What follows belongs to an exercise in optimizing a design on an open flow for small area, a short achievable clock period and few clock cycles per item; a production flow would make more cautious choices. In this exercise RTL edits were held to simulation tests only and were not proved equivalent to the original.

===== flow/design.v =====
package conv_geom_pkg;
  typedef logic [8-1:0] pixel_t;
  typedef logic [3*8-1:0] window_t;
  typedef logic [3*3*8-1:0] filter_t;
  typedef logic [18-1:0] psum_t;
  typedef logic [20-1:0] osum_t;
endpackage
package conv_ctrl_pkg;
  typedef enum logic {
    IDLE,
    RUN
  } seq_state_t;
  typedef logic [$clog2(8)-1:0] row_idx_t;
  typedef logic [$clog2(8)-1:0] col_idx_t;
  typedef logic [(((8 - 3 + 1) / 3) > 1 ? $clog2(((8 - 3 + 1) / 3)) : 1)-1:0] grp_idx_t;
endpackage
`timescale 1ns/100ps
module image_row_buffer (
  input  logic                     clk,
  input  logic                     rst_n,
  input  logic                     i_we,
  input  conv_ctrl_pkg::row_idx_t  i_wr_row,
  input  conv_ctrl_pkg::col_idx_t  i_wr_col,
  input  conv_geom_pkg::pixel_t    i_wr_data,
  input  logic                     i_busy,
  input  logic                     i_rd,
  input  conv_ctrl_pkg::row_idx_t  i_rd_row_base,
  input  conv_ctrl_pkg::col_idx_t  i_rd_col,
  output conv_geom_pkg::window_t   o_win0,
  output conv_geom_pkg::window_t   o_win1,
  output conv_geom_pkg::window_t   o_win2,
  output conv_geom_pkg::window_t   o_win3,
  output conv_geom_pkg::window_t   o_win4
);
  conv_geom_pkg::pixel_t img [8*8];
  conv_geom_pkg::window_t  rd_win [2*3-1];
  always_comb
  begin
    for (int k = 0; k < 2*3-1; k++)
    begin
      conv_ctrl_pkg::row_idx_t row;
      row = i_rd_row_base + k;
      for (int j = 0; j < 3; j++)
        rd_win[k][(3-1-j)*8 +: 8] =
          img[int'(row) * 8 + int'(i_rd_col) + j];
    end
  end
  always_ff @(posedge clk)
  begin
    if (i_we && !i_busy)
    begin
      img[int'(i_wr_row) * 8 + int'(i_wr_col)] <= i_wr_data;
    end
  end
  always_ff @(posedge clk or negedge rst_n)
  begin
    if (!rst_n)
    begin
      o_win0 <= '0;
      o_win1 <= '0;
      o_win2 <= '0;
      o_win3 <= '0;
      o_win4 <= '0;
    end
    else if (i_rd)
    begin
      o_win0 <= rd_win[0];
      o_win1 <= rd_win[1];
      o_win2 <= rd_win[2];
      o_win3 <= rd_win[3];
      o_win4 <= rd_win[4];
    end
  end
endmodule
`timescale 1ns/100ps
module window_sequencer (
  input  logic                     clk,
  input  logic                     rst_n,
  input  logic                     i_start,
  input  conv_geom_pkg::filter_t   i_filter,
  input  conv_geom_pkg::window_t   i_win3,
  input  conv_geom_pkg::window_t   i_win4,
  output logic                     o_busy,
  output logic                     o_rd,
  output conv_ctrl_pkg::row_idx_t  o_rd_row_base,
  output conv_ctrl_pkg::col_idx_t  o_rd_col,
  output conv_geom_pkg::window_t   o_win3_d,
  output conv_geom_pkg::window_t   o_win4_d,
  output conv_geom_pkg::window_t   o_frow0,
  output conv_geom_pkg::window_t   o_frow1,
  output conv_geom_pkg::window_t   o_frow2,
  output logic                     o_valid,
  output conv_ctrl_pkg::grp_idx_t  o_grp,
  output conv_ctrl_pkg::col_idx_t  o_col,
  output logic                     o_done
);
  localparam conv_ctrl_pkg::grp_idx_t LAST_GRP = ((8 - 3 + 1) / 3) - 1;
  localparam conv_ctrl_pkg::col_idx_t LAST_COL = (8 - 3 + 1) - 1;
  conv_ctrl_pkg::seq_state_t state;
  conv_ctrl_pkg::grp_idx_t   grp_cnt;
  conv_ctrl_pkg::col_idx_t   col_cnt;
  logic                      start_ok;
  logic                      last_cnt;
  logic                      iss_vld;
  conv_ctrl_pkg::grp_idx_t   iss_grp;
  conv_ctrl_pkg::col_idx_t   iss_col;
  conv_geom_pkg::window_t    win4_d1;
  logic [6-1:0]  vld_pipe;
  conv_ctrl_pkg::grp_idx_t   grp_pipe [6];
  conv_ctrl_pkg::col_idx_t   col_pipe [6];
  assign start_ok = i_start && !o_busy;
  assign last_cnt = (grp_cnt == LAST_GRP) && (col_cnt == LAST_COL);
  always_ff @(posedge clk or negedge rst_n)
  begin
    if (!rst_n)
    begin
      state   <= conv_ctrl_pkg::IDLE;
      grp_cnt <= '0;
      col_cnt <= '0;
      o_busy  <= 1'b0;
      iss_vld <= 1'b0;
      iss_grp <= '0;
      iss_col <= '0;
    end
    else
    begin
      iss_vld <= (state == conv_ctrl_pkg::RUN);
      iss_grp <= grp_cnt;
      iss_col <= col_cnt;
      if (start_ok)
        o_busy <= 1'b1;
      else if (o_done)
        o_busy <= 1'b0;
      case (state)
        conv_ctrl_pkg::IDLE:
        begin
          if (start_ok)
          begin
            state   <= conv_ctrl_pkg::RUN;
            grp_cnt <= '0;
            col_cnt <= '0;
          end
        end
        default:
        begin
          if (col_cnt == LAST_COL)
          begin
            col_cnt <= '0;
            grp_cnt <= grp_cnt + 1'b1;
          end
          else
          begin
            col_cnt <= col_cnt + 1'b1;
          end
          if (last_cnt)
            state <= conv_ctrl_pkg::IDLE;
        end
      endcase
    end
  end
  always_ff @(posedge clk or negedge rst_n)
  begin
    if (!rst_n)
    begin
      o_rd          <= 1'b0;
      o_rd_row_base <= '0;
      o_rd_col      <= '0;
      o_win3_d      <= '0;
      win4_d1       <= '0;
      o_win4_d      <= '0;
      o_frow0       <= '0;
      o_frow1       <= '0;
      o_frow2       <= '0;
    end
    else
    begin
      o_rd          <= iss_vld;
      o_rd_row_base <= iss_grp * 3;
      o_rd_col      <= iss_col;
      o_win3_d      <= i_win3;
      win4_d1       <= i_win4;
      o_win4_d      <= win4_d1;
      if (start_ok)
      begin
        o_frow0 <= i_filter[2*3*8 +: 3*8];
        o_frow1 <= i_filter[1*3*8 +: 3*8];
        o_frow2 <= i_filter[0*3*8 +: 3*8];
      end
    end
  end
  always_ff @(posedge clk or negedge rst_n)
  begin
    if (!rst_n)
    begin
      vld_pipe <= '0;
      for (int i = 0; i < 6; i++)
      begin
        grp_pipe[i] <= '0;
        col_pipe[i] <= '0;
      end
    end
    else
    begin
      vld_pipe    <= {vld_pipe[6-2:0], iss_vld};
      grp_pipe[0] <= iss_grp;
      col_pipe[0] <= iss_col;
      for (int i = 1; i < 6; i++)
      begin
        grp_pipe[i] <= grp_pipe[i-1];
        col_pipe[i] <= col_pipe[i-1];
      end
    end
  end
  assign o_valid = vld_pipe[6-1];
  assign o_grp   = grp_pipe[6-1];
  assign o_col   = col_pipe[6-1];
  assign o_done  = o_valid && (o_grp == LAST_GRP) && (o_col == LAST_COL);
endmodule
`timescale 1ns/100ps
module conv_pe (
  input  logic                    clk,
  input  logic                    rst_n,
  input  conv_geom_pkg::window_t  i_win,
  input  conv_geom_pkg::window_t  i_frow,
  output conv_geom_pkg::window_t  o_win_fwd,
  output conv_geom_pkg::psum_t    o_psum
);
  conv_geom_pkg::psum_t dot;
  always_comb
  begin
    dot = '0;
    for (int j = 0; j < 3; j++)
    begin
      dot += 18'(i_win[(3-1-j)*8 +: 8]) *
             18'(i_frow[(3-1-j)*8 +: 8]);
    end
  end
  always_ff @(posedge clk or negedge rst_n)
  begin
    if (!rst_n)
    begin
      o_psum    <= '0;
      o_win_fwd <= '0;
    end
    else
    begin
      o_psum    <= dot;
      o_win_fwd <= i_win;
    end
  end
endmodule
`timescale 1ns/100ps
module pe_array (
  input  logic                    clk,
  input  logic                    rst_n,
  input  conv_geom_pkg::window_t  i_win0,
  input  conv_geom_pkg::window_t  i_win1,
  input  conv_geom_pkg::window_t  i_win2,
  input  conv_geom_pkg::window_t  i_win3_d,
  input  conv_geom_pkg::window_t  i_win4_d,
  input  conv_geom_pkg::window_t  i_frow0,
  input  conv_geom_pkg::window_t  i_frow1,
  input  conv_geom_pkg::window_t  i_frow2,
  output conv_geom_pkg::osum_t    o_sum0,
  output conv_geom_pkg::osum_t    o_sum1,
  output conv_geom_pkg::osum_t    o_sum2
);
  conv_geom_pkg::window_t entry   [2*3-1];
  conv_geom_pkg::window_t frow    [3];
  conv_geom_pkg::window_t pe_win  [3][3];
  conv_geom_pkg::window_t pe_fwd  [3][3];
  conv_geom_pkg::psum_t   pe_psum [3][3];
  conv_geom_pkg::psum_t   pe_al   [3][3];
  conv_geom_pkg::osum_t   col_sum [3];
  assign entry[0] = i_win0;
  assign entry[1] = i_win1;
  assign entry[2] = i_win2;
  assign entry[3] = i_win3_d;
  assign entry[4] = i_win4_d;
  assign frow[0] = i_frow0;
  assign frow[1] = i_frow1;
  assign frow[2] = i_frow2;
  for (genvar r = 0; r < 3; r++)
  begin : g_row
    for (genvar c = 0; c < 3; c++)
    begin : g_col
      if (c == 0)
      begin : g_left
        assign pe_win[r][c] = entry[r];
      end
      else if (r == 3 - 1)
      begin : g_bottom
        assign pe_win[r][c] = entry[3 - 1 + c];
      end
      else
      begin : g_diag
        assign pe_win[r][c] = pe_fwd[r+1][c-1];
      end
      conv_pe u_pe (
        .clk       (clk),
        .rst_n     (rst_n),
        .i_win     (pe_win[r][c]),
        .i_frow    (frow[r]),
        .o_win_fwd (pe_fwd[r][c]),
        .o_psum    (pe_psum[r][c])
      );
      if (c == 3 - 1)
      begin : g_nodly
        assign pe_al[r][c] = pe_psum[r][c];
      end
      else
      begin : g_dly
        conv_geom_pkg::psum_t dly_q [3-1-c];
        always_ff @(posedge clk or negedge rst_n)
        begin
          if (!rst_n)
          begin
            for (int i = 0; i < 3-1-c; i++)
              dly_q[i] <= '0;
          end
          else
          begin
            dly_q[0] <= pe_psum[r][c];
            for (int i = 1; i < 3-1-c; i++)
              dly_q[i] <= dly_q[i-1];
          end
        end
        assign pe_al[r][c] = dly_q[3-2-c];
      end
    end
  end
  always_comb
  begin
    for (int c = 0; c < 3; c++)
    begin
      col_sum[c] = '0;
      for (int r = 0; r < 3; r++)
        col_sum[c] += 20'(pe_al[r][c]);
    end
  end
  always_ff @(posedge clk or negedge rst_n)
  begin
    if (!rst_n)
    begin
      o_sum0 <= '0;
      o_sum1 <= '0;
      o_sum2 <= '0;
    end
    else
    begin
      o_sum0 <= col_sum[0];
      o_sum1 <= col_sum[1];
      o_sum2 <= col_sum[2];
    end
  end
endmodule
`timescale 1ns/100ps
module conv_row_stationary_top (
  input  logic                     clk,
  input  logic                     rst_n,
  input  logic                     i_pix_we,
  input  conv_ctrl_pkg::row_idx_t  i_pix_row,
  input  conv_ctrl_pkg::col_idx_t  i_pix_col,
  input  conv_geom_pkg::pixel_t    i_pix_data,
  input  logic                     i_start,
  input  conv_geom_pkg::filter_t   i_filter,
  output logic                     o_busy,
  output logic                     o_valid,
  output conv_ctrl_pkg::grp_idx_t  o_grp,
  output conv_ctrl_pkg::col_idx_t  o_col,
  output conv_geom_pkg::osum_t     o_sum0,
  output conv_geom_pkg::osum_t     o_sum1,
  output conv_geom_pkg::osum_t     o_sum2,
  output logic                     o_done
);
  logic                     rd;
  conv_ctrl_pkg::row_idx_t  rd_row_base;
  conv_ctrl_pkg::col_idx_t  rd_col;
  conv_geom_pkg::window_t   win0;
  conv_geom_pkg::window_t   win1;
  conv_geom_pkg::window_t   win2;
  conv_geom_pkg::window_t   win3;
  conv_geom_pkg::window_t   win4;
  conv_geom_pkg::window_t   win3_d;
  conv_geom_pkg::window_t   win4_d;
  conv_geom_pkg::window_t   frow0;
  conv_geom_pkg::window_t   frow1;
  conv_geom_pkg::window_t   frow2;
  image_row_buffer u_buf (
    .clk           (clk),
    .rst_n         (rst_n),
    .i_we          (i_pix_we),
    .i_wr_row      (i_pix_row),
    .i_wr_col      (i_pix_col),
    .i_wr_data     (i_pix_data),
    .i_busy        (o_busy),
    .i_rd          (rd),
    .i_rd_row_base (rd_row_base),
    .i_rd_col      (rd_col),
    .o_win0        (win0),
    .o_win1        (win1),
    .o_win2        (win2),
    .o_win3        (win3),
    .o_win4        (win4)
  );
  window_sequencer u_seq (
    .clk           (clk),
    .rst_n         (rst_n),
    .i_start       (i_start),
    .i_filter      (i_filter),
    .i_win3        (win3),
    .i_win4        (win4),
    .o_busy        (o_busy),
    .o_rd          (rd),
    .o_rd_row_base (rd_row_base),
    .o_rd_col      (rd_col),
    .o_win3_d      (win3_d),
    .o_win4_d      (win4_d),
    .o_frow0       (frow0),
    .o_frow1       (frow1),
    .o_frow2       (frow2),
    .o_valid       (o_valid),
    .o_grp         (o_grp),
    .o_col         (o_col),
    .o_done        (o_done)
  );
  pe_array u_array (
    .clk      (clk),
    .rst_n    (rst_n),
    .i_win0   (win0),
    .i_win1   (win1),
    .i_win2   (win2),
    .i_win3_d (win3_d),
    .i_win4_d (win4_d),
    .i_frow0  (frow0),
    .i_frow1  (frow1),
    .i_frow2  (frow2),
    .o_sum0   (o_sum0),
    .o_sum1   (o_sum1),
    .o_sum2   (o_sum2)
  );
endmodule

===== flow/run.sh =====
#!/bin/bash
# synth_recipe.tcl (not shown) runs the flow's synth.tcl, then flattens the netlist and writes it again
# the make line also repeats each setting of config.mk as NAME=value (left out here)
make -C /OpenROAD-flow-scripts/flow DESIGN_CONFIG=/design/flow/config.mk WORK_HOME=/design/flow/orfs CLKGATE_MAP_FILE= SYNTH_SCRIPT=/design/flow/synth_recipe.tcl finish

===== flow/config.mk =====
export PLATFORM = sky130hd
export DESIGN_NAME = conv_row_stationary_top
export DESIGN_NICKNAME = conv_row_stationary_top
export VERILOG_FILES = /design/flow/design.v
export SDC_FILE = /design/flow/constraint.sdc
export NUM_CORES = 4
export LEC_CHECK = 0
export CAP_MARGIN = 20
export CORE_MARGIN = 2
export CORE_UTILIZATION = 40
export SLEW_MARGIN = 20

===== flow/constraint.sdc =====
create_clock -name core_clock -period 10.0 [get_ports {clk}]
set_input_delay 2.0000 -clock core_clock [delete_from_list [all_inputs] [get_ports {clk}]]
set_output_delay 2.0000 -clock core_clock [all_outputs]
set_load 0.01 [all_outputs]

==> results.cfg <==
[die]
die_w_um = 551
core_area_mm2 = 0.297
rows = 200
io_pins = 157
die_h_um = 551
start_util_pct = 40.3
die_area_mm2 = 0.303

[worst_hold_path]
holdPathStages = 0
hp-class = reg2reg

[synth]
synth-xor-area-share_pct = 2.09
synthSimpleGateAreaFrac_pct = 11.5
synth_common_cells = inv_1 (1832), fa_1 (1338), and2_1 (1125)
synth-edff-count = 512
synth-async-reset-ratio_pct = 60.5
synth_flop_cell = dfrtp_1
synth_nets = 13262
synth_mux_area_share_pct = 10.5
synth_top_cell_by_area = fa_1
yosys.cell_types.count = 80
synth_compound_area_share_pct = 5.90
synthCells = 10766
ys_seq_area_share_pct = 29.3
syn_avg_cell_area_um2 = 11.1
synth.most_common_cell = inv_1
yosys.area_share.adder_pct = 33.6
syn_area_mm2 = 0.120
synth_top_family_by_area = adder cells
synth_top_area_share_pct = 22.4
yosysWarnings = 31
synth-seq-cells = 1297
yosys-top-cells-area = fa_1 (22%), dfrtp_1 (16%), edfxtp_1 (13%)

[timing]
finalSetupViolations = 0
period_needed_ns = 8.45
fmax_ghz = 0.118
setup_tns_ns = 0
report.final.slew_viol_count = 0
hold_viol_final = 0
rsz0062_at_grt = false
fin_crit_sh_pct = 84.5
relSlewSlack_pct = 22.6
worstMarginPinSlew_ns = 1.16
finClkSkew_ns = 0.108
fin_ws_ns = 1.55

[clocking]
cts_resized = 0
cts_made_buffers = 158
cts-root-buf = clkbuf_16
cts_hold_buf = 0
cts_tree = built
htree_num_levels = 4
path_clk_slew_ns = 0.06
clk_latency_ns = 0.90
cts.sinks = 1297
clk_path_buf_depth = 4
post_cts.repair.setup_buffers = 0

[worst_setup_path]
crit_fanout = 25
ff2ff_setup_slack_ns = 1.55
crit_required_ns = 10.71
cp.arrival_ns = 9.16
cp_slowest_cell = dfrtp_1
crit_path_end_kind = register
critPathMaxStageDelay_ns = 0.93
cp-start-kind = register
crit_top_cell = fa_1
worstSetupPathType = reg2reg
reg2reg_depth = 28

[drt]
drtPass1Iterations = 6
wl_per_cell_um = 24.0
antenna_left = 0
wirelength_mm = 358
avgViaCountPerCell = 5.42
via_count = 80725
drcViolationCount = 0
drt_iter0_drc = 6796

[final_layout]
fin_nets = 13280
synthToLayoutAreaGrowth_pct = 9.23
layout-drive-gt1-share_pct = 8.70
finalNonFillerCells = 14886

[global_route]
grt_start_max_net_pins = 175
grt_overflow = 0
grt_pass1_wl_mm = 538
grt_usage_pct = 23.8
grt_pass1_vias = 84440
antenna_found_initial = 38

[placement]
place_inst = 14563
io_buffers = 156
hpwlAfterDp_mm = 278
place_congestion = 0.934
place_ws_ns = 1.64

[outcome]
status = finished clean

[flow_run]
maxCapViolations = 0
metrics by stage:
stage / cell area, um2 / utilization, % / hold WS (ns)
after floorplan: 120000 / - / 0.331
after global placement: 125000 / 42.2 / 0.331
after detailed placement: 125000 / 42.2 / 0.335
after CTS: 131000 / 43.9 / 0.338
after global routing: 131000 / 44.0 / 0.344
final: 131000 / 44.0 / 0.340
cells in the final DEF, fill, tap and decap left out, drive strengths merged, types with 24 or more instances in the layout:
cell type / count
o21a: 63
mux2: 148
nor2b: 66
and2: 1131
fa: 1338
dfrtp: 785
mux4: 402
xor2: 63
nor3: 67
buf: 100
o21ai: 194
nand2b: 53
clkdlybuf4s50: 147
a211oi: 94
clkinv: 52
a21o: 109
edfxtp: 512
mux2i: 178
inv: 1854
xnor2: 223
o211ai: 45
diode: 35
nand2: 854
nor2: 367
o21bai: 24
a21oi: 353
nand3: 75
clkbuf: 201
ha: 1068
o22ai: 33
area by class of cell:
| class | instances | area [um2] |
|---|---|---|
| Antenna cell | 35 | 87.6 |
| Clock buffer | 201 | 4370 |
| Clock inverter | 87 | 850 |
| Fill cell | 27467 | 166000 |
| Inverter | 1839 | 6900 |
| Multi-Input combinational cell | 7241 | 76100 |
| Sequential cell | 1297 | 35000 |
| Tap cell | 3939 | 4930 |
| Timing Repair Buffer | 247 | 2340 |
sequential cells by signal (all words and copies together), names as in the netlist, 5 cells and up:
| name | cells |
|---|---|
| u_seq.o_frow2 | 24 |
| u_array.g_row.g_col.g_dly.dly_q | 162 |
| u_array.o_sum1 | 20 |
| u_seq.grp_pipe | 5 |
| u_seq.o_win4_d | 24 |
| u_array.o_sum0 | 20 |
| u_seq.o_win3_d | 24 |
| u_buf.o_win4 | 24 |
| u_buf.img | 512 |
| u_seq.o_frow1 | 24 |
| u_array.g_row.g_col.u_pe.o_win_fwd | 96 |
| u_seq.vld_pipe | 6 |
| u_buf.o_win0 | 24 |
| u_array.o_sum2 | 20 |
| u_seq.o_frow0 | 24 |
| u_buf.o_win1 | 24 |
| u_buf.o_win3 | 24 |
| u_buf.o_win2 | 24 |
| u_array.g_row.g_col.u_pe.o_psum | 162 |
| u_seq.win4_d1 | 24 |
| u_seq.col_pipe | 18 |
worst paths after layout:
| kind | from | end |
|---|---|---|
| max in group asynchronous | rst_n | u_array.g_row[0].g_col[0].g_dly.dly_q[1][1] |
| min in group asynchronous | rst_n | u_seq.o_frow2[17] |
| max reg2reg | u_seq.o_frow1[21] | u_array.g_row[1].g_col[0].u_pe.o_psum[17] |
| max | u_seq.o_frow1[21] | u_array.g_row[1].g_col[0].u_pe.o_psum[17] |
| min | u_array.g_row[0].g_col[0].u_pe.o_psum[7] | u_array.g_row[0].g_col[0].g_dly.dly_q[0][7] |
| min reg2reg | u_array.g_row[0].g_col[0].u_pe.o_psum[7] | u_array.g_row[0].g_col[0].g_dly.dly_q[0][7] |
cells by family after synthesis:
family,count (synthesis)
XOR/XNOR,286
multiplexers,728
AND/OR/NAND/NOR,2716
flip-flops,1297
buffers and inverters,2228
adder cells (fa/ha/maj),2406
AO/OA/AOI/OAI,1105
critical path: cells and delay by family (launching register included):
family	cells	cell delay [ns]
adders and majority gates	10	4.45
and+or+nand+nor	6	1.13
buffers and inverters	5	0.25
DFF	1	0.93
xor gates and xnor gates	1	0.26
AOI/OAI and AO/OA	6	1.24
per-layer routing:
layer	up-vias	GRT usage [%]	wire length, um
met2	2875	38.1	165000
met1	41856	32.1	150000
met5	-	0	70
met3	551	3.32	24000
met4	10	11.0	18700
li1	35433	-	-
Testbench counts, summed over its fixed seeds: cycles 8,152, runs 256.

static timing again, ports no longer ideal:
No port has a modelled driver above. Below, the same layout with a new extraction and two added sets of constraints.
Step 1 sets driving cells, clkbuf_16 on the clock port and buf_2 on the other inputs (assumed; they add their load-dependent delay and slew).
Step 2, shift: input delay + t, output delay - t, t = (earliest + latest rising clock arrival at the registers) / 2. This alone moves slack from input paths to output paths.
a / b / c = ideal ports / drivers / drivers and shift; a / b = the first two.
shift t [ns]: 0.942
setup slack, ns: 1.552 / 1.552 / 1.552
worst hold slack (ns): 0.340 / 0.340 / 0.340
worst setup path at the end: register to register
cell pins on the clock port's net: 1
After both steps this run still meets setup and hold. The setup slack of this run moves by 0.000 ns with the drivers and by 0.000 ns with both steps.
